Context: an optimization exercise on an open-source flow, tuned for small area and a short achievable clock period. The choices shown serve that exercise and are no tape-out recipe.
RTL that was checked went through simulation tests only; none was proved equivalent to the original.
Function not checked in run 2: the RTL went through the layout flow alone.
Power is estimated from default activity; no workload was simulated.

==> flow/design.v (outline; a module is shown in full before it is edited, if it fits) <==
// module ioAddrDecoder: 232 lines
// module ioErrDecode: 7 lines
// module plicWideZero: 92 lines
// module gAnd: 10 lines
// module gAoi21: 8 lines
// module gOai21: 8 lines
// module gXor2: 9 lines
// module clintGeq64: 511 lines
// module clintEq64: 187 lines
// module clintInc64: 349 lines
// module ioReadMux: 34 lines
// module clintMtipNext: 19 lines
// module plicNext: 67 lines
// module ioPlatformTop: 194 lines
module ioPlatformTop #(
  parameter int NumHarts = 2,
  parameter int NumIrqs  = 8
) (
  input  logic                clk_i,
  input  logic                arstN_i,
  input  logic                reqValid_i,
  input  logic                reqWrite_i,
  input  ioPlatformPkg::ioAddrT              reqAddr_i,
  input  ioPlatformPkg::ioDataT              reqWdata_i,
  input  logic                uartIrq_i,
  input  logic                sdIrq_i,
  output logic                rspValid_o,
  output ioPlatformPkg::ioDataT              rspData_o,
  output logic                rspErr_o,
  output logic [NumHarts-1:0] msip_o,
  output logic [NumHarts-1:0] mtip_o,
  output logic [NumHarts-1:0] extIrq_o
);
  // ...
==> flow/flow/run.sh <==
#!/bin/bash
# Standard ORFS layout (the standard.sh, standard synthesis unchanged) with
# these layout choices changed:
#  - after synthesis every combinational cell is set to its smallest drive
#    strength (flow/downsize.tcl); the repair steps upsize where timing needs it
#  - port buffers are plain buf_2 cells instead of the delay cell buffer_ports
#    picks
#  - repair_timing aims for a setup margin near the period this design reaches
# make's full output goes to flow_make.log; ORFS keeps each step's log under
# orfs/logs.
set -euo pipefail
here=$(pwd)
bash standard.sh \
  SETUP_SLACK_MARGIN=9.1 \
  "BUFFER_PORTS_ARGS=-buffer_cell sky130_fd_sc_hd__buf_2" \
  POST_SYNTH_TCL="$here/flow/downsize.tcl" \
  finish > flow_make.log 2>&1
==> flow/flow/downsize.tcl <==
# Sets every combinational cell of the synthesized netlist to the smallest
# drive strength of its function (same cell name up to the _N suffix), so
# that the later repair steps upsize only where timing asks for it.
set n 0
foreach inst [get_cells *] {
  set master [get_property $inst ref_name]
  if { ![regexp {^(sky130_fd_sc_hd__([a-z0-9]+))_([0-9]+)$} $master -> base kind size] } {
    continue
  }
  # flip-flops keep the cell synthesis gave them; tie cells stay as they are
  if { [regexp {^(df|edf|sdf|sedf|dl|conb|clk|probe|lpflow|tap|fill|decap|diode)} $kind] } {
    continue
  }
  set best ""
  set bestArea 1e9
  foreach lc [get_lib_cells */${base}_*] {
    set name [get_property $lc name]
    if { ![regexp "^${base}_\[0-9\]+\$" $name] } { continue }
    if { [get_property $lc dont_use] } { continue }
    set area [get_property $lc area]
    # among cells of the same area, keep the strongest
    if { $area < $bestArea - 1e-3 || ($area < $bestArea + 1e-3 && $best ne ""
         && [get_property $lc name] > [get_property $best name]) } {
      set bestArea $area
      set best $lc
    }
  }
  if { $best ne "" && [get_property $best name] ne $master } {
    replace_cell $inst $best
    incr n
  }
}
puts "downsize: $n cells set to their smallest drive strength"
==> flow/standard.sh <==
#!/bin/bash
# synth_recipe.tcl (not shown) runs the flow's synth.tcl, then flattens the netlist and writes it again
# the make line also repeats each setting of config.mk as NAME=value (left out here)
make -C /OpenROAD-flow-scripts/flow DESIGN_CONFIG=/design/flow/config.mk WORK_HOME=/design/flow/orfs CLKGATE_MAP_FILE= SYNTH_SCRIPT=/design/flow/synth_recipe.tcl "${@:-finish}"
==> flow/config.mk <==
export PLATFORM = sky130hd
export DESIGN_NAME = ioPlatformTop
export DESIGN_NICKNAME = ioPlatformTop
export VERILOG_FILES = /design/flow/design.v
export SDC_FILE = /design/flow/constraint.sdc
export NUM_CORES = 4
export LEC_CHECK = 0
export CAP_MARGIN = 20
export CORE_MARGIN = 2
export CORE_UTILIZATION = 40
export CTS_BUF_LIST = sky130_fd_sc_hd__clkbuf_4 sky130_fd_sc_hd__clkbuf_8
export SLEW_MARGIN = 20
export SYNTH_HIERARCHICAL = 1
export TNS_END_PERCENT = 0
==> flow/constraint.sdc <==
create_clock -name core_clock -period 13.0 [get_ports {clk_i}]
set_input_delay 2.6000 -clock core_clock [delete_from_list [all_inputs] [get_ports {clk_i}]]
set_output_delay 2.6000 -clock core_clock [all_outputs]
set_load 0.01 [all_outputs]
==> results.sh, run 1 <==
export IMPL_clock_area_share_pct=5.64
export IMPL_avgSynthCellArea_um2=9.21
export IMPL_setup_ws_ns=9.14
export IMPL_reg2reg_from="mtimeQ[0]$_DFF_PN0_"
export IMPL_swShare_pct=24.4
export IMPL_ant_nets=0
export IMPL_met3_length_um=3240
export IMPL_use_met3_pct=3.27
export IMPL_htree_levels=2
export IMPL_critPathLaunch="reqAddr_i[28]"
export IMPL_n_all_buffers=214
export IMPL_end_kind="flop"
export IMPL_grt_pass1_vias=16783
export IMPL_drt_initial_drc_count=1501
export IMPL_post_place_ws_ns=7.52
export IMPL_whs_endpoint="rdQ[3]$_DFF_P_"
export IMPL_fin_cells=3005
export IMPL_io_pins=174
export IMPL_cts_clk_slew_worst_paths_ns=0.06
export IMPL_worst_ep_required_time_ns=13.57
export IMPL_grt_ovfl_total=0
export IMPL_crit_type="input pin to flop"
export IMPL_std_cell_rows=80
export IMPL_worst_pin_slew_ns=0.956
export IMPL_drc_errors=0
export IMPL_cts_tree="done"
export IMPL_dieArea_um2=50100
export IMPL_wl_met1_um=24900
export IMPL_power_internal_mw=1.68
export IMPL_outcome="finished clean"
export IMPL_holdCritStartpoint="en1Q[3]$_DFFE_PN0N_"
export IMPL_hp_class="flop to flop"
==> module ioAddrDecoder, before the edit <==
module ioAddrDecoder (
  input  logic        valid_i,
  input  logic        write_i,
  input  logic [31:0] addr_i,
  output logic [11:0] wrWideN_o,
  output logic [11:0] rdWideN_o,
  output logic [18:0] wrCtrlN_o,
  output logic [18:0] rdDataN_o,
  output logic [18:0] rdCtrlN_o
);
  logic n1;
  gAnd #(.N(2), .INV(2'b00), .NEG(1'b0)) g1 (.x_i({write_i, valid_i}), .y_o(n1));
  logic n2;
  gAnd #(.N(2), .INV(2'b10), .NEG(1'b0)) g2 (.x_i({write_i, valid_i}), .y_o(n2));
  logic n3;
  gAnd #(.N(2), .INV(2'b10), .NEG(1'b0)) g3 (.x_i({addr_i[25], addr_i[24]}), .y_o(n3));
  logic n4;
  gAnd #(.N(2), .INV(2'b11), .NEG(1'b0)) g4 (.x_i({addr_i[27], addr_i[26]}), .y_o(n4));
  logic n5;
  gAnd #(.N(2), .INV(2'b10), .NEG(1'b0)) g5 (.x_i({addr_i[29], addr_i[28]}), .y_o(n5));
  logic n6;
  gAnd #(.N(2), .INV(2'b11), .NEG(1'b0)) g6 (.x_i({addr_i[31], addr_i[30]}), .y_o(n6));
  logic n7;
  gAnd #(.N(4), .INV(4'b0000), .NEG(1'b1)) g7 (.x_i({n6, n5, n4, n3}), .y_o(n7));
  logic n8;
  gAnd #(.N(2), .INV(2'b11), .NEG(1'b0)) g8 (.x_i({addr_i[17], addr_i[16]}), .y_o(n8));
  logic n9;
  gAnd #(.N(2), .INV(2'b11), .NEG(1'b0)) g9 (.x_i({addr_i[19], addr_i[18]}), .y_o(n9));
  logic n10;
  gAnd #(.N(2), .INV(2'b11), .NEG(1'b0)) g10 (.x_i({addr_i[21], addr_i[20]}), .y_o(n10));
  logic n11;
  gAnd #(.N(2), .INV(2'b10), .NEG(1'b0)) g11 (.x_i({addr_i[23], addr_i[22]}), .y_o(n11));
  logic n12;
  gAnd #(.N(4), .INV(4'b0000), .NEG(1'b1)) g12 (.x_i({n11, n10, n9, n8}), .y_o(n12));
  logic n13;
  gAnd #(.N(2), .INV(2'b11), .NEG(1'b0)) g13 (.x_i({n12, n7}), .y_o(n13));
  logic n14;
  gAnd #(.N(2), .INV(2'b11), .NEG(1'b0)) g14 (.x_i({addr_i[9], addr_i[8]}), .y_o(n14));
  logic n15;
  gAnd #(.N(2), .INV(2'b11), .NEG(1'b0)) g15 (.x_i({addr_i[11], addr_i[10]}), .y_o(n15));
  logic n16;
  gAnd #(.N(2), .INV(2'b11), .NEG(1'b0)) g16 (.x_i({addr_i[13], addr_i[12]}), .y_o(n16));
  logic n17;
  gAnd #(.N(2), .INV(2'b11), .NEG(1'b0)) g17 (.x_i({addr_i[15], addr_i[14]}), .y_o(n17));
  logic n18;
  gAnd #(.N(4), .INV(4'b0000), .NEG(1'b1)) g18 (.x_i({n17, n16, n15, n14}), .y_o(n18));
  logic n19;
  gAnd #(.N(2), .INV(2'b11), .NEG(1'b0)) g19 (.x_i({addr_i[1], addr_i[0]}), .y_o(n19));
  logic n20;
  gAnd #(.N(2), .INV(2'b11), .NEG(1'b0)) g20 (.x_i({addr_i[3], addr_i[2]}), .y_o(n20));
  logic n21;
  gAnd #(.N(2), .INV(2'b11), .NEG(1'b0)) g21 (.x_i({addr_i[5], addr_i[4]}), .y_o(n21));
  logic n22;
  gAnd #(.N(2), .INV(2'b11), .NEG(1'b0)) g22 (.x_i({addr_i[7], addr_i[6]}), .y_o(n22));
  logic n23;
  gAnd #(.N(4), .INV(4'b0000), .NEG(1'b1)) g23 (.x_i({n22, n21, n20, n19}), .y_o(n23));
  logic n24;
  gAnd #(.N(2), .INV(2'b11), .NEG(1'b0)) g24 (.x_i({n23, n18}), .y_o(n24));
  logic n25;
  gAnd #(.N(2), .INV(2'b01), .NEG(1'b0)) g25 (.x_i({addr_i[3], addr_i[2]}), .y_o(n25));
  logic n26;
  gAnd #(.N(4), .INV(4'b0000), .NEG(1'b1)) g26 (.x_i({n22, n21, n25, n19}), .y_o(n26));
  logic n27;
  gAnd #(.N(2), .INV(2'b11), .NEG(1'b0)) g27 (.x_i({n26, n18}), .y_o(n27));
  logic n28;
  gAnd #(.N(2), .INV(2'b10), .NEG(1'b0)) g28 (.x_i({addr_i[15], addr_i[14]}), .y_o(n28));
  logic n29;
  gAnd #(.N(4), .INV(4'b0000), .NEG(1'b1)) g29 (.x_i({n28, n16, n15, n14}), .y_o(n29));
  logic n30;
  gAnd #(.N(2), .INV(2'b11), .NEG(1'b0)) g30 (.x_i({n23, n29}), .y_o(n30));
  logic n31;
  gAnd #(.N(2), .INV(2'b11), .NEG(1'b0)) g31 (.x_i({n26, n29}), .y_o(n31));
  logic n32;
  gAnd #(.N(2), .INV(2'b00), .NEG(1'b0)) g32 (.x_i({addr_i[9], addr_i[8]}), .y_o(n32));
  logic n33;
  gAnd #(.N(2), .INV(2'b00), .NEG(1'b0)) g33 (.x_i({addr_i[11], addr_i[10]}), .y_o(n33));
  logic n34;
  gAnd #(.N(2), .INV(2'b00), .NEG(1'b0)) g34 (.x_i({addr_i[13], addr_i[12]}), .y_o(n34));
  logic n35;
  gAnd #(.N(2), .INV(2'b01), .NEG(1'b0)) g35 (.x_i({addr_i[15], addr_i[14]}), .y_o(n35));
  logic n36;
  gAnd #(.N(4), .INV(4'b0000), .NEG(1'b1)) g36 (.x_i({n35, n34, n33, n32}), .y_o(n36));
  logic n37;
  gAnd #(.N(2), .INV(2'b00), .NEG(1'b0)) g37 (.x_i({addr_i[5], addr_i[4]}), .y_o(n37));
  logic n38;
  gAnd #(.N(2), .INV(2'b00), .NEG(1'b0)) g38 (.x_i({addr_i[7], addr_i[6]}), .y_o(n38));
  logic n39;
  gAnd #(.N(4), .INV(4'b0000), .NEG(1'b1)) g39 (.x_i({n38, n37, n25, n19}), .y_o(n39));
  logic n40;
  gAnd #(.N(2), .INV(2'b11), .NEG(1'b0)) g40 (.x_i({n39, n36}), .y_o(n40));
  logic n41;
  gAnd #(.N(2), .INV(2'b11), .NEG(1'b0)) g41 (.x_i({addr_i[23], addr_i[22]}), .y_o(n41));
  logic n42;
  gAnd #(.N(4), .INV(4'b0000), .NEG(1'b1)) g42 (.x_i({n41, n10, n9, n8}), .y_o(n42));
  logic n43;
  gAnd #(.N(2), .INV(2'b11), .NEG(1'b0)) g43 (.x_i({n42, n7}), .y_o(n43));
  logic n44;
  gAnd #(.N(2), .INV(2'b10), .NEG(1'b0)) g44 (.x_i({addr_i[5], addr_i[4]}), .y_o(n44));
  logic n45;
  gAnd #(.N(4), .INV(4'b0000), .NEG(1'b1)) g45 (.x_i({n22, n44, n20, n19}), .y_o(n45));
  logic n46;
  gAnd #(.N(2), .INV(2'b11), .NEG(1'b0)) g46 (.x_i({n45, n18}), .y_o(n46));
  logic n47;
  gAnd #(.N(4), .INV(4'b0000), .NEG(1'b1)) g47 (.x_i({n22, n44, n25, n19}), .y_o(n47));
  logic n48;
  gAnd #(.N(2), .INV(2'b11), .NEG(1'b0)) g48 (.x_i({n47, n18}), .y_o(n48));
  logic n49;
  gAnd #(.N(2), .INV(2'b01), .NEG(1'b0)) g49 (.x_i({addr_i[5], addr_i[4]}), .y_o(n49));
  logic n50;
  gAnd #(.N(4), .INV(4'b0000), .NEG(1'b1)) g50 (.x_i({n22, n49, n20, n19}), .y_o(n50));
  logic n51;
  gAnd #(.N(2), .INV(2'b11), .NEG(1'b0)) g51 (.x_i({n50, n18}), .y_o(n51));
  logic n52;
  gAnd #(.N(4), .INV(4'b0000), .NEG(1'b1)) g52 (.x_i({n22, n49, n25, n19}), .y_o(n52));
  logic n53;
  gAnd #(.N(2), .INV(2'b11), .NEG(1'b0)) g53 (.x_i({n52, n18}), .y_o(n53));
  logic n54;
  gAnd #(.N(4), .INV(4'b0000), .NEG(1'b1)) g54 (.x_i({n22, n37, n20, n19}), .y_o(n54));
  logic n55;
  gAnd #(.N(2), .INV(2'b11), .NEG(1'b0)) g55 (.x_i({n54, n18}), .y_o(n55));
  logic n56;
  gAnd #(.N(4), .INV(4'b0000), .NEG(1'b1)) g56 (.x_i({n22, n37, n25, n19}), .y_o(n56));
  logic n57;
  gAnd #(.N(2), .INV(2'b11), .NEG(1'b0)) g57 (.x_i({n56, n18}), .y_o(n57));
  logic n58;
  gAnd #(.N(2), .INV(2'b10), .NEG(1'b0)) g58 (.x_i({addr_i[13], addr_i[12]}), .y_o(n58));
  logic n59;
  gAnd #(.N(4), .INV(4'b0000), .NEG(1'b1)) g59 (.x_i({n17, n58, n15, n14}), .y_o(n59));
  logic n60;
  gAnd #(.N(2), .INV(2'b11), .NEG(1'b0)) g60 (.x_i({n23, n59}), .y_o(n60));
  logic n61;
  gAnd #(.N(2), .INV(2'b01), .NEG(1'b0)) g61 (.x_i({addr_i[13], addr_i[12]}), .y_o(n61));
  logic n62;
  gAnd #(.N(4), .INV(4'b0000), .NEG(1'b1)) g62 (.x_i({n17, n61, n15, n14}), .y_o(n62));
  logic n63;
  gAnd #(.N(2), .INV(2'b11), .NEG(1'b0)) g63 (.x_i({n23, n62}), .y_o(n63));
  logic n64;
  gAnd #(.N(2), .INV(2'b01), .NEG(1'b0)) g64 (.x_i({addr_i[7], addr_i[6]}), .y_o(n64));
  logic n65;
  gAnd #(.N(4), .INV(4'b0000), .NEG(1'b1)) g65 (.x_i({n64, n21, n20, n19}), .y_o(n65));
  logic n66;
  gAnd #(.N(2), .INV(2'b11), .NEG(1'b0)) g66 (.x_i({n65, n62}), .y_o(n66));
  logic n67;
  gAnd #(.N(2), .INV(2'b01), .NEG(1'b0)) g67 (.x_i({addr_i[21], addr_i[20]}), .y_o(n67));
  logic n68;
  gAnd #(.N(4), .INV(4'b0000), .NEG(1'b1)) g68 (.x_i({n41, n67, n9, n8}), .y_o(n68));
  logic n69;
  gAnd #(.N(2), .INV(2'b11), .NEG(1'b0)) g69 (.x_i({n68, n7}), .y_o(n69));
  logic n70;
  gAnd #(.N(2), .INV(2'b11), .NEG(1'b0)) g70 (.x_i({n26, n59}), .y_o(n70));
  gAnd #(.N(3), .INV(3'b000), .NEG(1'b1)) g71 (.x_i({n1, n24, n13}), .y_o(wrCtrlN_o[0]));
  gAnd #(.N(3), .INV(3'b000), .NEG(1'b1)) g72 (.x_i({n1, n27, n13}), .y_o(wrCtrlN_o[1]));
  gAnd #(.N(3), .INV(3'b000), .NEG(1'b1)) g73 (.x_i({n1, n30, n13}), .y_o(wrCtrlN_o[2]));
  gAnd #(.N(3), .INV(3'b000), .NEG(1'b1)) g74 (.x_i({n1, n31, n13}), .y_o(wrCtrlN_o[3]));
  gAnd #(.N(3), .INV(3'b000), .NEG(1'b1)) g75 (.x_i({n1, n40, n13}), .y_o(wrCtrlN_o[4]));
  gAnd #(.N(3), .INV(3'b000), .NEG(1'b1)) g76 (.x_i({n1, n27, n43}), .y_o(wrCtrlN_o[5]));
  gAnd #(.N(3), .INV(3'b000), .NEG(1'b1)) g77 (.x_i({n1, n46, n43}), .y_o(wrCtrlN_o[6]));
  gAnd #(.N(3), .INV(3'b000), .NEG(1'b1)) g78 (.x_i({n1, n48, n43}), .y_o(wrCtrlN_o[7]));
  gAnd #(.N(3), .INV(3'b000), .NEG(1'b1)) g79 (.x_i({n1, n51, n43}), .y_o(wrCtrlN_o[8]));
  gAnd #(.N(3), .INV(3'b000), .NEG(1'b1)) g80 (.x_i({n1, n53, n43}), .y_o(wrCtrlN_o[9]));
  gAnd #(.N(3), .INV(3'b000), .NEG(1'b1)) g81 (.x_i({n1, n55, n43}), .y_o(wrCtrlN_o[10]));
  gAnd #(.N(3), .INV(3'b000), .NEG(1'b1)) g82 (.x_i({n1, n57, n43}), .y_o(wrCtrlN_o[11]));
  gAnd #(.N(3), .INV(3'b000), .NEG(1'b1)) g83 (.x_i({n1, n60, n43}), .y_o(wrCtrlN_o[12]));
  gAnd #(.N(3), .INV(3'b000), .NEG(1'b1)) g84 (.x_i({n1, n63, n43}), .y_o(wrCtrlN_o[13]));
  gAnd #(.N(3), .INV(3'b000), .NEG(1'b1)) g85 (.x_i({n1, n66, n43}), .y_o(wrCtrlN_o[14]));
  gAnd #(.N(3), .INV(3'b000), .NEG(1'b1)) g86 (.x_i({n1, n24, n69}), .y_o(wrCtrlN_o[15]));
  gAnd #(.N(3), .INV(3'b000), .NEG(1'b1)) g87 (.x_i({n1, n60, n69}), .y_o(wrCtrlN_o[16]));
  gAnd #(.N(3), .INV(3'b000), .NEG(1'b1)) g88 (.x_i({n1, n27, n69}), .y_o(wrCtrlN_o[17]));
  gAnd #(.N(3), .INV(3'b000), .NEG(1'b1)) g89 (.x_i({n1, n70, n69}), .y_o(wrCtrlN_o[18]));
  gAnd #(.N(3), .INV(3'b000), .NEG(1'b1)) g90 (.x_i({n2, n24, n13}), .y_o(rdDataN_o[0]));
  gAnd #(.N(3), .INV(3'b000), .NEG(1'b1)) g91 (.x_i({n2, n27, n13}), .y_o(rdDataN_o[1]));
  gAnd #(.N(3), .INV(3'b000), .NEG(1'b1)) g92 (.x_i({n2, n30, n13}), .y_o(rdDataN_o[2]));
  gAnd #(.N(3), .INV(3'b000), .NEG(1'b1)) g93 (.x_i({n2, n31, n13}), .y_o(rdDataN_o[3]));
  gAnd #(.N(3), .INV(3'b000), .NEG(1'b1)) g94 (.x_i({n2, n40, n13}), .y_o(rdDataN_o[4]));
  gAnd #(.N(3), .INV(3'b000), .NEG(1'b1)) g95 (.x_i({n2, n27, n43}), .y_o(rdDataN_o[5]));
  gAnd #(.N(3), .INV(3'b000), .NEG(1'b1)) g96 (.x_i({n2, n46, n43}), .y_o(rdDataN_o[6]));
  gAnd #(.N(3), .INV(3'b000), .NEG(1'b1)) g97 (.x_i({n2, n48, n43}), .y_o(rdDataN_o[7]));
  gAnd #(.N(3), .INV(3'b000), .NEG(1'b1)) g98 (.x_i({n2, n51, n43}), .y_o(rdDataN_o[8]));
  gAnd #(.N(3), .INV(3'b000), .NEG(1'b1)) g99 (.x_i({n2, n53, n43}), .y_o(rdDataN_o[9]));
  gAnd #(.N(3), .INV(3'b000), .NEG(1'b1)) g100 (.x_i({n2, n55, n43}), .y_o(rdDataN_o[10]));
  gAnd #(.N(3), .INV(3'b000), .NEG(1'b1)) g101 (.x_i({n2, n57, n43}), .y_o(rdDataN_o[11]));
  gAnd #(.N(3), .INV(3'b000), .NEG(1'b1)) g102 (.x_i({n2, n60, n43}), .y_o(rdDataN_o[12]));
  gAnd #(.N(3), .INV(3'b000), .NEG(1'b1)) g103 (.x_i({n2, n63, n43}), .y_o(rdDataN_o[13]));
  gAnd #(.N(3), .INV(3'b000), .NEG(1'b1)) g104 (.x_i({n2, n66, n43}), .y_o(rdDataN_o[14]));
  gAnd #(.N(3), .INV(3'b000), .NEG(1'b1)) g105 (.x_i({n2, n24, n69}), .y_o(rdDataN_o[15]));
  gAnd #(.N(3), .INV(3'b000), .NEG(1'b1)) g106 (.x_i({n2, n60, n69}), .y_o(rdDataN_o[16]));
  gAnd #(.N(3), .INV(3'b000), .NEG(1'b1)) g107 (.x_i({n2, n27, n69}), .y_o(rdDataN_o[17]));
  gAnd #(.N(3), .INV(3'b000), .NEG(1'b1)) g108 (.x_i({n2, n70, n69}), .y_o(rdDataN_o[18]));
  gAnd #(.N(3), .INV(3'b000), .NEG(1'b1)) g109 (.x_i({n2, n24, n13}), .y_o(rdCtrlN_o[0]));
  gAnd #(.N(3), .INV(3'b000), .NEG(1'b1)) g110 (.x_i({n2, n27, n13}), .y_o(rdCtrlN_o[1]));
  gAnd #(.N(3), .INV(3'b000), .NEG(1'b1)) g111 (.x_i({n2, n30, n13}), .y_o(rdCtrlN_o[2]));
  gAnd #(.N(3), .INV(3'b000), .NEG(1'b1)) g112 (.x_i({n2, n31, n13}), .y_o(rdCtrlN_o[3]));
  gAnd #(.N(3), .INV(3'b000), .NEG(1'b1)) g113 (.x_i({n2, n40, n13}), .y_o(rdCtrlN_o[4]));
  gAnd #(.N(3), .INV(3'b000), .NEG(1'b1)) g114 (.x_i({n2, n27, n43}), .y_o(rdCtrlN_o[5]));
  gAnd #(.N(3), .INV(3'b000), .NEG(1'b1)) g115 (.x_i({n2, n46, n43}), .y_o(rdCtrlN_o[6]));
  gAnd #(.N(3), .INV(3'b000), .NEG(1'b1)) g116 (.x_i({n2, n48, n43}), .y_o(rdCtrlN_o[7]));
  gAnd #(.N(3), .INV(3'b000), .NEG(1'b1)) g117 (.x_i({n2, n51, n43}), .y_o(rdCtrlN_o[8]));
  gAnd #(.N(3), .INV(3'b000), .NEG(1'b1)) g118 (.x_i({n2, n53, n43}), .y_o(rdCtrlN_o[9]));
  gAnd #(.N(3), .INV(3'b000), .NEG(1'b1)) g119 (.x_i({n2, n55, n43}), .y_o(rdCtrlN_o[10]));
  gAnd #(.N(3), .INV(3'b000), .NEG(1'b1)) g120 (.x_i({n2, n57, n43}), .y_o(rdCtrlN_o[11]));
  gAnd #(.N(3), .INV(3'b000), .NEG(1'b1)) g121 (.x_i({n2, n60, n43}), .y_o(rdCtrlN_o[12]));
  gAnd #(.N(3), .INV(3'b000), .NEG(1'b1)) g122 (.x_i({n2, n63, n43}), .y_o(rdCtrlN_o[13]));
  gAnd #(.N(3), .INV(3'b000), .NEG(1'b1)) g123 (.x_i({n2, n66, n43}), .y_o(rdCtrlN_o[14]));
  gAnd #(.N(3), .INV(3'b000), .NEG(1'b1)) g124 (.x_i({n2, n24, n69}), .y_o(rdCtrlN_o[15]));
  gAnd #(.N(3), .INV(3'b000), .NEG(1'b1)) g125 (.x_i({n2, n60, n69}), .y_o(rdCtrlN_o[16]));
  gAnd #(.N(3), .INV(3'b000), .NEG(1'b1)) g126 (.x_i({n2, n27, n69}), .y_o(rdCtrlN_o[17]));
  gAnd #(.N(3), .INV(3'b000), .NEG(1'b1)) g127 (.x_i({n2, n70, n69}), .y_o(rdCtrlN_o[18]));
  gAnd #(.N(3), .INV(3'b000), .NEG(1'b1)) g128 (.x_i({n1, n30, n13}), .y_o(wrWideN_o[0]));
  gAnd #(.N(3), .INV(3'b000), .NEG(1'b1)) g129 (.x_i({n1, n31, n13}), .y_o(wrWideN_o[1]));
  gAnd #(.N(3), .INV(3'b000), .NEG(1'b1)) g130 (.x_i({n1, n40, n13}), .y_o(wrWideN_o[2]));
  gAnd #(.N(3), .INV(3'b000), .NEG(1'b1)) g131 (.x_i({n1, n30, n13}), .y_o(wrWideN_o[3]));
  gAnd #(.N(3), .INV(3'b000), .NEG(1'b1)) g132 (.x_i({n1, n31, n13}), .y_o(wrWideN_o[4]));
  gAnd #(.N(3), .INV(3'b000), .NEG(1'b1)) g133 (.x_i({n1, n40, n13}), .y_o(wrWideN_o[5]));
  gAnd #(.N(3), .INV(3'b000), .NEG(1'b1)) g134 (.x_i({n1, n30, n13}), .y_o(wrWideN_o[6]));
  gAnd #(.N(3), .INV(3'b000), .NEG(1'b1)) g135 (.x_i({n1, n31, n13}), .y_o(wrWideN_o[7]));
  gAnd #(.N(3), .INV(3'b000), .NEG(1'b1)) g136 (.x_i({n1, n40, n13}), .y_o(wrWideN_o[8]));
  gAnd #(.N(3), .INV(3'b000), .NEG(1'b1)) g137 (.x_i({n1, n30, n13}), .y_o(wrWideN_o[9]));
  gAnd #(.N(3), .INV(3'b000), .NEG(1'b1)) g138 (.x_i({n1, n31, n13}), .y_o(wrWideN_o[10]));
  gAnd #(.N(3), .INV(3'b000), .NEG(1'b1)) g139 (.x_i({n1, n40, n13}), .y_o(wrWideN_o[11]));
  gAnd #(.N(3), .INV(3'b000), .NEG(1'b1)) g140 (.x_i({n2, n30, n13}), .y_o(rdWideN_o[0]));
  gAnd #(.N(3), .INV(3'b000), .NEG(1'b1)) g141 (.x_i({n2, n31, n13}), .y_o(rdWideN_o[1]));
  gAnd #(.N(3), .INV(3'b000), .NEG(1'b1)) g142 (.x_i({n2, n40, n13}), .y_o(rdWideN_o[2]));
  gAnd #(.N(3), .INV(3'b000), .NEG(1'b1)) g143 (.x_i({n2, n30, n13}), .y_o(rdWideN_o[3]));
  gAnd #(.N(3), .INV(3'b000), .NEG(1'b1)) g144 (.x_i({n2, n31, n13}), .y_o(rdWideN_o[4]));
  gAnd #(.N(3), .INV(3'b000), .NEG(1'b1)) g145 (.x_i({n2, n40, n13}), .y_o(rdWideN_o[5]));
  gAnd #(.N(3), .INV(3'b000), .NEG(1'b1)) g146 (.x_i({n2, n30, n13}), .y_o(rdWideN_o[6]));
  gAnd #(.N(3), .INV(3'b000), .NEG(1'b1)) g147 (.x_i({n2, n31, n13}), .y_o(rdWideN_o[7]));
  gAnd #(.N(3), .INV(3'b000), .NEG(1'b1)) g148 (.x_i({n2, n40, n13}), .y_o(rdWideN_o[8]));
  gAnd #(.N(3), .INV(3'b000), .NEG(1'b1)) g149 (.x_i({n2, n30, n13}), .y_o(rdWideN_o[9]));
  gAnd #(.N(3), .INV(3'b000), .NEG(1'b1)) g150 (.x_i({n2, n31, n13}), .y_o(rdWideN_o[10]));
  gAnd #(.N(3), .INV(3'b000), .NEG(1'b1)) g151 (.x_i({n2, n40, n13}), .y_o(rdWideN_o[11]));
endmodule
==> module ioReadMux, before the edit <==
module ioReadMux (
  input  logic [18:0] rd_i,
  input  logic [11:0] rdWide_i,
  input  logic [63:0] mtime_i,
  input  logic [63:0] cmp0_i,
  input  logic [63:0] cmp1_i,
  input  logic [1:0]  cmpZero_i,
  input  logic [1:0]  msip_i,
  input  logic [20:0] prio_i,
  input  logic [2:1]  pend_i,
  input  logic [7:0]  en0_i,
  input  logic [7:0]  en1_i,
  input  logic [2:0]  thr0_i,
  input  logic [2:0]  thr1_i,
  input  logic [1:0]  best0_i,
  input  logic [1:0]  best1_i,
  output logic [63:0] rd_o
);
  always_comb begin
    for (int k = 0; k < 4; k++) begin
      rd_o[16*k +: 16] = ({16{rdWide_i[3*k + 2]}} & mtime_i[16*k +: 16])
                       | ({16{rdWide_i[3*k] && !cmpZero_i[0]}} & cmp0_i[16*k +: 16])
                       | ({16{rdWide_i[3*k + 1] && !cmpZero_i[1]}} & cmp1_i[16*k +: 16]);
    end
    rd_o[0] = rd_o[0] | (rd_i[0] && msip_i[0]) | (rd_i[1] && msip_i[1]);
    for (int s = 1; s < 8; s++) begin
      rd_o[2:0] = rd_o[2:0] | ({3{rd_i[4 + s]}} & prio_i[3 * (s - 1) +: 3]);
    end
    rd_o[2:1] = rd_o[2:1] | ({2{rd_i[12]}} & pend_i);
    rd_o[7:0] = rd_o[7:0] | ({8{rd_i[13]}} & en0_i) | ({8{rd_i[14]}} & en1_i);
    rd_o[2:0] = rd_o[2:0] | ({3{rd_i[15]}} & thr0_i) | ({3{rd_i[16]}} & thr1_i);
    rd_o[1:0] = rd_o[1:0] | ({2{rd_i[17]}} & best0_i) | ({2{rd_i[18]}} & best1_i);
  end
endmodule
==> module clintMtipNext, before the edit <==
module clintMtipNext (
  input  logic       wrTime_i,
  input  logic [1:0] wrCmp_i,
  input  logic [1:0] geWCmp_i,
  input  logic       geTW_i,
  input  logic [1:0] eqTCmp_i,
  input  logic       allOnes_i,
  input  logic [1:0] cmpZero_i,
  input  logic [1:0] mtip_i,
  output logic [1:0] mtip_o
);
  always_comb begin
    for (int h = 0; h < 2; h++) begin
      logic geTC;
      geTC = (mtip_i[h] && !allOnes_i) || (cmpZero_i[h] ? allOnes_i : eqTCmp_i[h]);
      mtip_o[h] = wrTime_i ? (cmpZero_i[h] || geWCmp_i[h]) : wrCmp_i[h] ? geTW_i : geTC;
    end
  end
endmodule
==> module plicNext, before the edit <==
module plicNext (
  input  logic [18:0] wr_i,
  input  logic [18:0] rd_i,
  input  logic [63:0] w_i,
  input  logic [2:1]  lines_i,
  input  logic [2:1]  pend_i,
  input  logic [2:1]  infl_i,
  input  logic [2:0]  prio1_i,
  input  logic [2:0]  prio2_i,
  input  logic [7:0]  en0_i,
  input  logic [7:0]  en1_i,
  input  logic [2:0]  thr0_i,
  input  logic [2:0]  thr1_i,
  output logic [2:1]  pend_o,
  output logic [2:1]  infl_o,
  output logic [1:0]  ext_o,
  output logic [1:0]  best0_o,
  output logic [1:0]  best1_o
);
  function automatic logic gt3(logic [2:0] x, logic [2:0] y);
    logic [2:0] g, l;
    g = x & ~y;
    l = ~x & y;
    gt3 = g[2] | (~l[2] & (g[1] | (~l[1] & g[0])));
  endfunction
  logic [2:0] prio [1:2];
  assign prio[1] = prio1_i;
  assign prio[2] = prio2_i;
  logic cand01, cand02, cand11, cand12, p2gt1;
  assign cand01 = pend_i[1] && en0_i[1] && prio1_i != 3'd0;
  assign cand02 = pend_i[2] && en0_i[2] && prio2_i != 3'd0;
  assign cand11 = pend_i[1] && en1_i[1] && prio1_i != 3'd0;
  assign cand12 = pend_i[2] && en1_i[2] && prio2_i != 3'd0;
  assign p2gt1  = gt3(prio2_i, prio1_i);
  assign best0_o = (cand02 && (!cand01 || p2gt1)) ? 2'd2 : cand01 ? 2'd1 : 2'd0;
  assign best1_o = (cand12 && (!cand11 || p2gt1)) ? 2'd2 : cand11 ? 2'd1 : 2'd0;
  logic [2:1] claim, complete, cplVal;
  logic       wLow, wAnyN;
  plicWideZero wideZero (.w_i(w_i), .anyN_o(wAnyN));
  assign wLow      = !wAnyN;
  assign cplVal[1] = wLow && w_i[2:0] == 3'd1;
  assign cplVal[2] = wLow && w_i[2:0] == 3'd2;
  assign claim[1]    = (rd_i[17] && best0_o == 2'd1) || (rd_i[18] && best1_o == 2'd1);
  assign claim[2]    = (rd_i[17] && best0_o == 2'd2) || (rd_i[18] && best1_o == 2'd2);
  assign complete[1] = (wr_i[17] || wr_i[18]) && cplVal[1];
  assign complete[2] = (wr_i[17] || wr_i[18]) && cplVal[2];
  assign pend_o = (pend_i | (lines_i & ~infl_i)) & ~claim;
  assign infl_o = (infl_i | claim) & ~complete;
  logic [2:1] term0, term1;
  always_comb begin
    for (int s = 1; s <= 2; s++) begin
      if (wr_i[4 + s]) begin
        term0[s] = en0_i[s] && gt3(w_i[2:0], thr0_i);
        term1[s] = en1_i[s] && gt3(w_i[2:0], thr1_i);
      end else begin
        term0[s] = wr_i[13] ? (w_i[s] && gt3(prio[s], thr0_i)) :
                   wr_i[15] ? (en0_i[s] && gt3(prio[s], w_i[2:0])) :
                              (en0_i[s] && gt3(prio[s], thr0_i));
        term1[s] = wr_i[14] ? (w_i[s] && gt3(prio[s], thr1_i)) :
                   wr_i[16] ? (en1_i[s] && gt3(prio[s], w_i[2:0])) :
                              (en1_i[s] && gt3(prio[s], thr1_i));
      end
    end
  end
  assign ext_o[0] = (pend_o[1] && term0[1]) || (pend_o[2] && term0[2]);
  assign ext_o[1] = (pend_o[1] && term1[1]) || (pend_o[2] && term1[2]);
endmodule
==> module ioPlatformTop, before the edit <==
module ioPlatformTop #(
  parameter int NumHarts = 2,
  parameter int NumIrqs  = 8
) (
  input  logic                clk_i,
  input  logic                arstN_i,
  input  logic                reqValid_i,
  input  logic                reqWrite_i,
  input  ioPlatformPkg::ioAddrT              reqAddr_i,
  input  ioPlatformPkg::ioDataT              reqWdata_i,
  input  logic                uartIrq_i,
  input  logic                sdIrq_i,
  output logic                rspValid_o,
  output ioPlatformPkg::ioDataT              rspData_o,
  output logic                rspErr_o,
  output logic [NumHarts-1:0] msip_o,
  output logic [NumHarts-1:0] mtip_o,
  output logic [NumHarts-1:0] extIrq_o
);
  logic [63:0] w;
  assign w = reqWdata_i;
  logic [11:0] wrW, rdW, wrWN, rdWN;
  logic [18:0] wrC, rdR, rdC;
  logic [18:0] wrCN, rdRN, rdCN;
  logic        errC;
  ioAddrDecoder dec (
    .valid_i   (reqValid_i),
    .write_i   (reqWrite_i),
    .addr_i    (reqAddr_i),
    .wrWideN_o (wrWN),
    .rdWideN_o (rdWN),
    .wrCtrlN_o (wrCN),
    .rdDataN_o (rdRN),
    .rdCtrlN_o (rdCN)
  );
  assign wrW = ~wrWN;
  assign rdW = ~rdWN;
  assign wrC = ~wrCN;
  assign rdR = ~rdRN;
  assign rdC = ~rdCN;
  ioErrDecode errDec (
    .valid_i (reqValid_i),
    .addr_i  (reqAddr_i),
    .err_o   (errC)
  );
  logic [63:0] mtimeQ;
  logic [63:0] cmp0Q, cmp1Q;
  logic [1:0]  cmpZeroQ;
  logic [1:0]  msipQ;
  logic [2:0]  prioQ [8];
  logic [7:0]  en0Q, en1Q;
  logic [2:0]  thr0Q, thr1Q;
  logic [2:1]  pendQ, inflQ;
  logic        validQ, errQ;
  logic [63:0] rdQ;
  logic [1:0]  mtipNQ, extQ;
  logic [63:0] mtimeP1, mtimeD, cmp0D, cmp1D;
  logic [1:0]  cmpZeroD, msipD;
  logic [2:0]  prioD [8];
  logic [7:0]  en0D, en1D;
  logic [2:0]  thr0D, thr1D;
  logic [2:1]  lines, pendD, inflD;
  logic allOnes;
  clintInc64 inc (
    .x_i       (mtimeQ),
    .inc_o     (mtimeP1),
    .allOnes_o (allOnes)
  );
  for (genvar k = 0; k < 4; k++) begin : gSlice
    assign mtimeD[16*k +: 16] = wrW[3*k + 2] ? w[16*k +: 16] : mtimeP1[16*k +: 16];
    assign cmp0D[16*k +: 16]  = wrW[3*k]     ? w[16*k +: 16] : cmp0Q[16*k +: 16];
    assign cmp1D[16*k +: 16]  = wrW[3*k + 1] ? w[16*k +: 16] : cmp1Q[16*k +: 16];
  end
  assign cmpZeroD[0] = cmpZeroQ[0] && !wrC[2];
  assign cmpZeroD[1] = cmpZeroQ[1] && !wrC[3];
  assign msipD[0] = wrC[0] ? w[0] : msipQ[0];
  assign msipD[1] = wrC[1] ? w[0] : msipQ[1];
  always_comb begin
    prioD[0] = 3'd0;
    for (int s = 1; s < 8; s++) begin
      prioD[s] = wrC[4 + s] ? w[2:0] : prioQ[s];
    end
  end
  assign en0D  = wrC[13] ? w[7:0] : en0Q;
  assign en1D  = wrC[14] ? w[7:0] : en1Q;
  assign thr0D = wrC[15] ? w[2:0] : thr0Q;
  assign thr1D = wrC[16] ? w[2:0] : thr1Q;
  assign lines = {sdIrq_i, uartIrq_i};
  logic [1:0] extD, best0, best1;
  plicNext plic (
    .wr_i    (wrC),
    .rd_i    (rdC),
    .w_i     (w),
    .lines_i (lines),
    .pend_i  (pendQ),
    .infl_i  (inflQ),
    .prio1_i (prioQ[1]),
    .prio2_i (prioQ[2]),
    .en0_i   (en0Q),
    .en1_i   (en1Q),
    .thr0_i  (thr0Q),
    .thr1_i  (thr1Q),
    .pend_o  (pendD),
    .infl_o  (inflD),
    .ext_o   (extD),
    .best0_o (best0),
    .best1_o (best1)
  );
  logic geTW, ge0, ge1, eq0, eq1;
  logic [1:0] mtipD;
  clintGeq64 cmpGe0 (.x_i(w), .y_i(cmp0Q), .ge_o(ge0));
  clintGeq64 cmpGe1 (.x_i(w), .y_i(cmp1Q), .ge_o(ge1));
  clintGeq64 timeGe (.x_i(mtimeP1), .y_i(w), .ge_o(geTW));
  clintEq64  cmpEq0 (.x_i(mtimeP1), .y_i(cmp0Q), .eq_o(eq0));
  clintEq64  cmpEq1 (.x_i(mtimeP1), .y_i(cmp1Q), .eq_o(eq1));
  clintMtipNext mtipNext (
    .wrTime_i  (wrC[4]),
    .wrCmp_i   (wrC[3:2]),
    .geWCmp_i  ({ge1, ge0}),
    .geTW_i    (geTW),
    .eqTCmp_i  ({eq1, eq0}),
    .allOnes_i (allOnes),
    .cmpZero_i (cmpZeroQ),
    .mtip_i    (~mtipNQ),
    .mtip_o    (mtipD)
  );
  logic [63:0] rdD;
  ioReadMux readMux (
    .rd_i      (rdR),
    .rdWide_i  (rdW),
    .mtime_i   (mtimeQ),
    .cmp0_i    (cmp0Q),
    .cmp1_i    (cmp1Q),
    .cmpZero_i (cmpZeroQ),
    .msip_i    (msipQ),
    .prio_i    ({prioQ[7], prioQ[6], prioQ[5], prioQ[4], prioQ[3], prioQ[2], prioQ[1]}),
    .pend_i    (pendQ),
    .en0_i     (en0Q),
    .en1_i     (en1Q),
    .thr0_i    (thr0Q),
    .thr1_i    (thr1Q),
    .best0_i   (best0),
    .best1_i   (best1),
    .rd_o      (rdD)
  );
  always_ff @(posedge clk_i or negedge arstN_i) begin
    if (!arstN_i) begin
      mtimeQ   <= '0;
      cmpZeroQ <= '1;
      msipQ    <= '0;
      for (int s = 0; s < 8; s++) begin
        prioQ[s] <= '0;
      end
      en0Q     <= '0;
      en1Q     <= '0;
      thr0Q    <= '0;
      thr1Q    <= '0;
      pendQ    <= '0;
      inflQ    <= '0;
      validQ   <= 1'b0;
      errQ     <= 1'b0;
      mtipNQ   <= '0;
      extQ     <= '0;
    end else begin
      mtimeQ   <= mtimeD;
      cmpZeroQ <= cmpZeroD;
      msipQ    <= msipD;
      for (int s = 0; s < 8; s++) begin
        prioQ[s] <= prioD[s];
      end
      en0Q     <= en0D;
      en1Q     <= en1D;
      thr0Q    <= thr0D;
      thr1Q    <= thr1D;
      pendQ    <= pendD;
      inflQ    <= inflD;
      validQ   <= reqValid_i;
      errQ     <= errC;
      mtipNQ   <= ~mtipD;
      extQ     <= extD;
    end
  end
  always_ff @(posedge clk_i) begin
    cmp0Q <= cmp0D;
    cmp1Q <= cmp1D;
    rdQ   <= rdD;
  end
  assign rspValid_o = validQ;
  assign rspErr_o   = errQ;
  assign rspData_o  = rdQ;
  assign msip_o     = msipQ;
  assign mtip_o     = ~mtipNQ;
  assign extIrq_o   = extQ;
endmodule
==> run 2: changes to the inputs <==
--- a/flow/design.v
+++ b/flow/design.v
@@ -25,6 +25,6 @@
   input  logic        write_i,
   input  logic [31:0] addr_i,
-  output logic [11:0] wrWideN_o,
-  output logic [11:0] rdWideN_o,
+  output logic [11:0] wrWide_o,
+  output logic [11:0] rdWide_o,
   output logic [18:0] wrCtrlN_o,
   output logic [18:0] rdDataN_o,
@@ -228,28 +228,40 @@
   gAnd #(.N(3), .INV(3'b000), .NEG(1'b1)) g126 (.x_i({n2, n27, n69}), .y_o(rdCtrlN_o[17]));
   gAnd #(.N(3), .INV(3'b000), .NEG(1'b1)) g127 (.x_i({n2, n70, n69}), .y_o(rdCtrlN_o[18]));
-  gAnd #(.N(3), .INV(3'b000), .NEG(1'b1)) g128 (.x_i({n1, n30, n13}), .y_o(wrWideN_o[0]));
-  gAnd #(.N(3), .INV(3'b000), .NEG(1'b1)) g129 (.x_i({n1, n31, n13}), .y_o(wrWideN_o[1]));
-  gAnd #(.N(3), .INV(3'b000), .NEG(1'b1)) g130 (.x_i({n1, n40, n13}), .y_o(wrWideN_o[2]));
-  gAnd #(.N(3), .INV(3'b000), .NEG(1'b1)) g131 (.x_i({n1, n30, n13}), .y_o(wrWideN_o[3]));
-  gAnd #(.N(3), .INV(3'b000), .NEG(1'b1)) g132 (.x_i({n1, n31, n13}), .y_o(wrWideN_o[4]));
-  gAnd #(.N(3), .INV(3'b000), .NEG(1'b1)) g133 (.x_i({n1, n40, n13}), .y_o(wrWideN_o[5]));
-  gAnd #(.N(3), .INV(3'b000), .NEG(1'b1)) g134 (.x_i({n1, n30, n13}), .y_o(wrWideN_o[6]));
-  gAnd #(.N(3), .INV(3'b000), .NEG(1'b1)) g135 (.x_i({n1, n31, n13}), .y_o(wrWideN_o[7]));
-  gAnd #(.N(3), .INV(3'b000), .NEG(1'b1)) g136 (.x_i({n1, n40, n13}), .y_o(wrWideN_o[8]));
-  gAnd #(.N(3), .INV(3'b000), .NEG(1'b1)) g137 (.x_i({n1, n30, n13}), .y_o(wrWideN_o[9]));
-  gAnd #(.N(3), .INV(3'b000), .NEG(1'b1)) g138 (.x_i({n1, n31, n13}), .y_o(wrWideN_o[10]));
-  gAnd #(.N(3), .INV(3'b000), .NEG(1'b1)) g139 (.x_i({n1, n40, n13}), .y_o(wrWideN_o[11]));
-  gAnd #(.N(3), .INV(3'b000), .NEG(1'b1)) g140 (.x_i({n2, n30, n13}), .y_o(rdWideN_o[0]));
-  gAnd #(.N(3), .INV(3'b000), .NEG(1'b1)) g141 (.x_i({n2, n31, n13}), .y_o(rdWideN_o[1]));
-  gAnd #(.N(3), .INV(3'b000), .NEG(1'b1)) g142 (.x_i({n2, n40, n13}), .y_o(rdWideN_o[2]));
-  gAnd #(.N(3), .INV(3'b000), .NEG(1'b1)) g143 (.x_i({n2, n30, n13}), .y_o(rdWideN_o[3]));
-  gAnd #(.N(3), .INV(3'b000), .NEG(1'b1)) g144 (.x_i({n2, n31, n13}), .y_o(rdWideN_o[4]));
-  gAnd #(.N(3), .INV(3'b000), .NEG(1'b1)) g145 (.x_i({n2, n40, n13}), .y_o(rdWideN_o[5]));
-  gAnd #(.N(3), .INV(3'b000), .NEG(1'b1)) g146 (.x_i({n2, n30, n13}), .y_o(rdWideN_o[6]));
-  gAnd #(.N(3), .INV(3'b000), .NEG(1'b1)) g147 (.x_i({n2, n31, n13}), .y_o(rdWideN_o[7]));
-  gAnd #(.N(3), .INV(3'b000), .NEG(1'b1)) g148 (.x_i({n2, n40, n13}), .y_o(rdWideN_o[8]));
-  gAnd #(.N(3), .INV(3'b000), .NEG(1'b1)) g149 (.x_i({n2, n30, n13}), .y_o(rdWideN_o[9]));
-  gAnd #(.N(3), .INV(3'b000), .NEG(1'b1)) g150 (.x_i({n2, n31, n13}), .y_o(rdWideN_o[10]));
-  gAnd #(.N(3), .INV(3'b000), .NEG(1'b1)) g151 (.x_i({n2, n40, n13}), .y_o(rdWideN_o[11]));
+  logic n128;
+  gAnd #(.N(2), .INV(2'b11), .NEG(1'b0)) g128 (.x_i({n12, n7}), .y_o(n128));
+  logic n129;
+  gAnd #(.N(2), .INV(2'b11), .NEG(1'b0)) g129 (.x_i({n23, n29}), .y_o(n129));
+  logic n130;
+  gAnd #(.N(2), .INV(2'b11), .NEG(1'b0)) g130 (.x_i({n12, n7}), .y_o(n130));
+  logic n131;
+  gAnd #(.N(2), .INV(2'b11), .NEG(1'b0)) g131 (.x_i({n26, n29}), .y_o(n131));
+  logic n132;
+  gAnd #(.N(2), .INV(2'b11), .NEG(1'b0)) g132 (.x_i({n12, n7}), .y_o(n132));
+  logic n133;
+  gAnd #(.N(2), .INV(2'b11), .NEG(1'b0)) g133 (.x_i({n39, n36}), .y_o(n133));
+  gAnd #(.N(3), .INV(3'b000), .NEG(1'b0)) g134 (.x_i({n1, n129, n128}), .y_o(wrWide_o[0]));
+  gAnd #(.N(3), .INV(3'b000), .NEG(1'b0)) g135 (.x_i({n1, n131, n130}), .y_o(wrWide_o[1]));
+  gAnd #(.N(3), .INV(3'b000), .NEG(1'b0)) g136 (.x_i({n1, n133, n132}), .y_o(wrWide_o[2]));
+  gAnd #(.N(3), .INV(3'b000), .NEG(1'b0)) g137 (.x_i({n1, n129, n128}), .y_o(wrWide_o[3]));
+  gAnd #(.N(3), .INV(3'b000), .NEG(1'b0)) g138 (.x_i({n1, n131, n130}), .y_o(wrWide_o[4]));
+  gAnd #(.N(3), .INV(3'b000), .NEG(1'b0)) g139 (.x_i({n1, n133, n132}), .y_o(wrWide_o[5]));
+  gAnd #(.N(3), .INV(3'b000), .NEG(1'b0)) g140 (.x_i({n1, n129, n128}), .y_o(wrWide_o[6]));
+  gAnd #(.N(3), .INV(3'b000), .NEG(1'b0)) g141 (.x_i({n1, n131, n130}), .y_o(wrWide_o[7]));
+  gAnd #(.N(3), .INV(3'b000), .NEG(1'b0)) g142 (.x_i({n1, n133, n132}), .y_o(wrWide_o[8]));
+  gAnd #(.N(3), .INV(3'b000), .NEG(1'b0)) g143 (.x_i({n1, n129, n128}), .y_o(wrWide_o[9]));
+  gAnd #(.N(3), .INV(3'b000), .NEG(1'b0)) g144 (.x_i({n1, n131, n130}), .y_o(wrWide_o[10]));
+  gAnd #(.N(3), .INV(3'b000), .NEG(1'b0)) g145 (.x_i({n1, n133, n132}), .y_o(wrWide_o[11]));
+  gAnd #(.N(3), .INV(3'b000), .NEG(1'b0)) g146 (.x_i({n2, n129, n128}), .y_o(rdWide_o[0]));
+  gAnd #(.N(3), .INV(3'b000), .NEG(1'b0)) g147 (.x_i({n2, n131, n130}), .y_o(rdWide_o[1]));
+  gAnd #(.N(3), .INV(3'b000), .NEG(1'b0)) g148 (.x_i({n2, n133, n132}), .y_o(rdWide_o[2]));
+  gAnd #(.N(3), .INV(3'b000), .NEG(1'b0)) g149 (.x_i({n2, n129, n128}), .y_o(rdWide_o[3]));
+  gAnd #(.N(3), .INV(3'b000), .NEG(1'b0)) g150 (.x_i({n2, n131, n130}), .y_o(rdWide_o[4]));
+  gAnd #(.N(3), .INV(3'b000), .NEG(1'b0)) g151 (.x_i({n2, n133, n132}), .y_o(rdWide_o[5]));
+  gAnd #(.N(3), .INV(3'b000), .NEG(1'b0)) g152 (.x_i({n2, n129, n128}), .y_o(rdWide_o[6]));
+  gAnd #(.N(3), .INV(3'b000), .NEG(1'b0)) g153 (.x_i({n2, n131, n130}), .y_o(rdWide_o[7]));
+  gAnd #(.N(3), .INV(3'b000), .NEG(1'b0)) g154 (.x_i({n2, n133, n132}), .y_o(rdWide_o[8]));
+  gAnd #(.N(3), .INV(3'b000), .NEG(1'b0)) g155 (.x_i({n2, n129, n128}), .y_o(rdWide_o[9]));
+  gAnd #(.N(3), .INV(3'b000), .NEG(1'b0)) g156 (.x_i({n2, n131, n130}), .y_o(rdWide_o[10]));
+  gAnd #(.N(3), .INV(3'b000), .NEG(1'b0)) g157 (.x_i({n2, n133, n132}), .y_o(rdWide_o[11]));
 endmodule
 module ioErrDecode (
@@ -1435,5 +1447,5 @@
 endmodule
 module ioReadMux (
-  input  logic [18:0] rd_i,
+  input  logic [18:0] rdN_i,
   input  logic [11:0] rdWide_i,
   input  logic [63:0] mtime_i,
@@ -1452,4 +1464,6 @@
   output logic [63:0] rd_o
 );
+  logic [18:0] rd_i;
+  assign rd_i = ~rdN_i;
   always_comb begin
     for (int k = 0; k < 4; k++) begin
@@ -1469,6 +1483,6 @@
 endmodule
 module clintMtipNext (
-  input  logic       wrTime_i,
-  input  logic [1:0] wrCmp_i,
+  input  logic       wrTimeN_i,
+  input  logic [1:0] wrCmpN_i,
   input  logic [1:0] geWCmp_i,
   input  logic       geTW_i,
@@ -1483,11 +1497,11 @@
       logic geTC;
       geTC = (mtip_i[h] && !allOnes_i) || (cmpZero_i[h] ? allOnes_i : eqTCmp_i[h]);
-      mtip_o[h] = wrTime_i ? (cmpZero_i[h] || geWCmp_i[h]) : wrCmp_i[h] ? geTW_i : geTC;
+      mtip_o[h] = !wrTimeN_i ? (cmpZero_i[h] || geWCmp_i[h]) : !wrCmpN_i[h] ? geTW_i : geTC;
     end
   end
 endmodule
 module plicNext (
-  input  logic [18:0] wr_i,
-  input  logic [18:0] rd_i,
+  input  logic [18:0] wrN_i,
+  input  logic [18:0] rdN_i,
   input  logic [63:0] w_i,
   input  logic [2:1]  lines_i,
@@ -1506,4 +1520,7 @@
   output logic [1:0]  best1_o
 );
+  logic [18:0] wr_i, rd_i;
+  assign wr_i = ~wrN_i;
+  assign rd_i = ~rdN_i;
   function automatic logic gt3(logic [2:0] x, logic [2:0] y);
     logic [2:0] g, l;
@@ -1575,6 +1592,5 @@
   logic [63:0] w;
   assign w = reqWdata_i;
-  logic [11:0] wrW, rdW, wrWN, rdWN;
-  logic [18:0] wrC, rdR, rdC;
+  logic [11:0] wrW, rdW;
   logic [18:0] wrCN, rdRN, rdCN;
   logic        errC;
@@ -1583,15 +1599,10 @@
     .write_i   (reqWrite_i),
     .addr_i    (reqAddr_i),
-    .wrWideN_o (wrWN),
-    .rdWideN_o (rdWN),
+    .wrWide_o  (wrW),
+    .rdWide_o  (rdW),
     .wrCtrlN_o (wrCN),
     .rdDataN_o (rdRN),
     .rdCtrlN_o (rdCN)
   );
-  assign wrW = ~wrWN;
-  assign rdW = ~rdWN;
-  assign wrC = ~wrCN;
-  assign rdR = ~rdRN;
-  assign rdC = ~rdCN;
   ioErrDecode errDec (
     .valid_i (reqValid_i),
@@ -1627,23 +1638,23 @@
     assign cmp1D[16*k +: 16]  = wrW[3*k + 1] ? w[16*k +: 16] : cmp1Q[16*k +: 16];
   end
-  assign cmpZeroD[0] = cmpZeroQ[0] && !wrC[2];
-  assign cmpZeroD[1] = cmpZeroQ[1] && !wrC[3];
-  assign msipD[0] = wrC[0] ? w[0] : msipQ[0];
-  assign msipD[1] = wrC[1] ? w[0] : msipQ[1];
+  assign cmpZeroD[0] = cmpZeroQ[0] && wrCN[2];
+  assign cmpZeroD[1] = cmpZeroQ[1] && wrCN[3];
+  assign msipD[0] = !wrCN[0] ? w[0] : msipQ[0];
+  assign msipD[1] = !wrCN[1] ? w[0] : msipQ[1];
   always_comb begin
     prioD[0] = 3'd0;
     for (int s = 1; s < 8; s++) begin
-      prioD[s] = wrC[4 + s] ? w[2:0] : prioQ[s];
+      prioD[s] = !wrCN[4 + s] ? w[2:0] : prioQ[s];
     end
   end
-  assign en0D  = wrC[13] ? w[7:0] : en0Q;
-  assign en1D  = wrC[14] ? w[7:0] : en1Q;
-  assign thr0D = wrC[15] ? w[2:0] : thr0Q;
-  assign thr1D = wrC[16] ? w[2:0] : thr1Q;
+  assign en0D  = !wrCN[13] ? w[7:0] : en0Q;
+  assign en1D  = !wrCN[14] ? w[7:0] : en1Q;
+  assign thr0D = !wrCN[15] ? w[2:0] : thr0Q;
+  assign thr1D = !wrCN[16] ? w[2:0] : thr1Q;
   assign lines = {sdIrq_i, uartIrq_i};
   logic [1:0] extD, best0, best1;
   plicNext plic (
-    .wr_i    (wrC),
-    .rd_i    (rdC),
+    .wrN_i   (wrCN),
+    .rdN_i   (rdCN),
     .w_i     (w),
     .lines_i (lines),
@@ -1670,6 +1681,6 @@
   clintEq64  cmpEq1 (.x_i(mtimeP1), .y_i(cmp1Q), .eq_o(eq1));
   clintMtipNext mtipNext (
-    .wrTime_i  (wrC[4]),
-    .wrCmp_i   (wrC[3:2]),
+    .wrTimeN_i (wrCN[4]),
+    .wrCmpN_i  (wrCN[3:2]),
     .geWCmp_i  ({ge1, ge0}),
     .geTW_i    (geTW),
@@ -1682,5 +1693,5 @@
   logic [63:0] rdD;
   ioReadMux readMux (
-    .rd_i      (rdR),
+    .rdN_i     (rdRN),
     .rdWide_i  (rdW),
     .mtime_i   (mtimeQ),
==> run 2 against run 1 <==
  * Power decreased by 3.4%
  * Count of clock-buffer cells in the layout grew 9
  * Setup slack got worse by 0.094 ns
  * Via count hardly changed
  * Combinational power hardly changed
  * Register-to-register slack got worse by 0.07 ns
  * Synthesized cell count is 1.0% lower
  * Core utilization is 0.46 points lower
  * Largest cell class unchanged
  * Largest power group is now registers
==> results.sh, run 2 <==
export IMPL_numCtsBuffers=56
export IMPL_grt_ovfl_total=0
export IMPL_final_nets=2419
export IMPL_antenna_found_initial=3
export IMPL_power_internal_mw=1.63
export IMPL_io_pins=174
export IMPL_synthesis_nets=2182
export IMPL_cp_depth=11
export IMPL_rsz0062_at_grt="true"
export IMPL_maxSlewHeadroom_pct=48.2
export IMPL_core_area_um2=47600
export IMPL_stdcell_area_um2=22800
export IMPL_setup_viol=0
export IMPL_fin_worst_skew_ns=0.0216
export IMPL_firstDrtPassIters=9
export IMPL_gp_congestion=0.902
export IMPL_cts_sinks=313
export IMPL_dp_hpwl_um=42200
export IMPL_crit_type="input pin to flop"
export IMPL_peakVddDrop_v=0.0000543
export IMPL_io_buffers=173
export IMPL_vias=16834
export IMPL_htree_levels=2
export IMPL_syn_inst=2080
export IMPL_crit_path_max_incr_delay_ns=0.32
export IMPL_period_minus_slack_ns=3.95
export IMPL_initial_core_util_pct=40.5
export IMPL_dieWidth_um=224
export IMPL_viasPerCell=5.65
export IMPL_outcome="finished clean"
export IMPL_multiInputGateArea_um2=11100
export IMPL_cp_cell_sequence="buf_2, nor2b_1, nand4_1, buf_12, nor2_2, and3_1, nor2b_1, buf_6, a22o_1, a2111oi_4, nand3_1"
export IMPL_critical_path_top_delay_family="simple AND/OR/NAND/NOR gates"
export IMPL_worst_pin_slew_ns=0.777
export IMPL_clk_insertion_delay_late_ns=0.65
export IMPL_std_cell_rows=80
export IMPL_grt_pass1_vias=16530
export IMPL_clockPowerShare_pct=45.9
export IMPL_clockBufferDepth=3
export IMPL_hold_viol_final=0
export IMPL_die_h_um=224
export IMPL_worst_ep_required_time_ns=13.49
export IMPL_wirelength_um=59100
export IMPL_seqCellArea_um2=8160
export IMPL_cts_clk_slew_worst_paths_ns=0.06
export IMPL_pwr_share_comb_pct=6.3
export IMPL_drc_errors=0
export IMPL_cpMostUsedCell="nor2b_1"
export IMPL_hold_path_depth=2
export IMPL_final_common_cell="nor2b_1"
export IMPL_post_dp_cell_area_um2=21000
export IMPL_cp_max_fo=16
export IMPL_cts_tree="done"
export IMPL_fillers=4527
export IMPL_hp_class="flop to flop"
export IMPL_areaGrowthSynthToFinish_pct=18.1
export IMPL_max_freq_ghz=0.253
export IMPL_cts_root_buf="clkbuf_8"
export IMPL_synth_area_um2=19300
export IMPL_fin_setup_tns_ns=0
export IMPL_swShare_pct=24.0
export IMPL_final_layout_size_suffix_gt1_share_pct=25.3
export IMPL_cp_num_buf_inv=3
export IMPL_switching_power_mw=0.515
export IMPL_ys_warn_count=15
export IMPL_critical_path_slowest_cell="a2111oi_4"
export IMPL_ant_nets=0
export IMPL_seqPwrFrac_pct=47.8
export IMPL_rrSetupSlack_ns=9.17
export IMPL_reg2reg_depth=18
export IMPL_leakagePower_nw=9.06
export IMPL_cp_arrival_ns=4.44
export IMPL_wl_per_cell_um=19.8
export IMPL_cap_violations=0
export IMPL_final_cell_mix="nor2b_1, a21oi_1, nand2b_1"
export IMPL_end_kind="flop"
export IMPL_grt_pass1_wl_um=91500
export IMPL_p_per_area_nw_per_um2=94.4
export IMPL_drt_initial_drc_count=1451
export IMPL_fin_crit_sh_pct=30.4
export IMPL_grt_use_total_pct=23.2
export IMPL_cts_hold_buf=0
export IMPL_avgSynthCellArea_um2=9.27
export IMPL_grt_max_degree=77
export IMPL_dieArea_um2=50000
export IMPL_drv_slew=0
export IMPL_start_kind="input pin"
-- run 2: metrics by stage --
step / setup WS, ns / instances / utilization (%) / total power [mW] / hold WS, ns
after global placement: 7.84 / 2847 / 44.0 / 1.17 / 0.487
final: 9.05 / 2981 / 47.8 / 2.15 / 0.494
after CTS: 9.04 / 2966 / 47.3 / 2.18 / 0.502
after floorplan: 8.75 / 2080 / - / 1.11 / 0.450
after detailed placement: 7.76 / 2847 / 44.0 / 1.18 / 0.489
after global routing: 8.96 / 2981 / 47.8 / 2.24 / 0.517
-- run 2: routing by layer --
layer / track usage, % / up-vias / share of wire [%]
li1: - / 7946 / -
met1: 30.0 / 8167 / 43
met2: 39.1 / 599 / 48
met3: 3.31 / 122 / 5.8
met4: 9.53 / 0 / 3.4
met5: 0 / - / 0
-- run 2: timing repair --
action                     4_1_cts  5_1_grt
setup endpoints to repair      288      265
hold endpoints to repair         0        0
pin swaps                       10       11
gates resized for setup         63       28
buffers inserted                15       12
-- run 2: final timing paths --
| kind | startpoint | end |
|---|---|---|
| min reg2reg | en1Q[7]$_DFFE_PN0N_ | rdQ[7]$_DFF_P_ |
| max in group asynchronous | arstN_i | mtimeQ[0]$_DFF_PN0_ |
| max | reqAddr_i[24] | rdQ[0]$_DFF_P_ |
| min | en1Q[7]$_DFFE_PN0N_ | rdQ[7]$_DFF_P_ |
| max reg2reg | mtimeQ[2]$_DFF_PN0_ | mtipNQ[0]$_DFF_PN0_ |
| min in group asynchronous | arstN_i | prioQ[4][1]$_DFFE_PN0N_ |
-- run 2: tightest hold or removal path, stage by stage, from the launching register on --
cell	delay, ns
dfrtp_1	0.34
a222oi_1	0.07
nand2_1	0.06
-- run 2: cell type report --
cell class                 instances  share of cell area [%]
multi-input combinational       1640                    48.6
sequential                       313                    35.8
timing repair buffer             212                    5.26
tap                              615                    3.38
antenna                            3                  0.0330
clock inverter                    16                   0.434
inverter                          94                    1.55
clock buffer                      88                    4.85
-- run 2: power by group through the flow --
| stage | Sequential [mW] | Clock, mW | Combinational [mW] |
|---|---|---|---|
| after floorplan | 1.05 | 0 | 0.0626 |
| after global placement | 1.05 | 0 | 0.127 |
| after detailed placement | 1.05 | 0 | 0.131 |
| after CTS | 1.03 | 1.02 | 0.133 |
| after global routing | 1.03 | 1.06 | 0.150 |
| final | 1.03 | 0.986 | 0.135 |

## static timing again, ports no longer ideal
The results above use ideal ports. As a check the final layouts listed here were re-extracted and re-timed, cells and wires unchanged. Step 1, drivers: a clkbuf_16 drives clk_i and a buf_2 each remaining input, both assumed. Step 2 also shifts input and output timing later by t, the mid clock arrival at the registers, as if the neighbouring blocks saw the same clock. Three values: no drivers, after step 1, after step 2; two values: the first two.
run	t (ns)	setup WS [ns]	hold slack, ns	worst slew at a driven data input, ns
run 1	0.698	9.140 / 9.096 / 8.442	0.499 / 0.499 / 0.499	0.10
run 2	0.693	9.046 / 9.067 / 8.375	0.494 / 0.494 / 0.494	0.08
After both steps setup and hold are still met in every run listed. The setup slack of run 1, which loses most, moves by -0.044 ns with the drivers and by -0.698 ns with both steps.
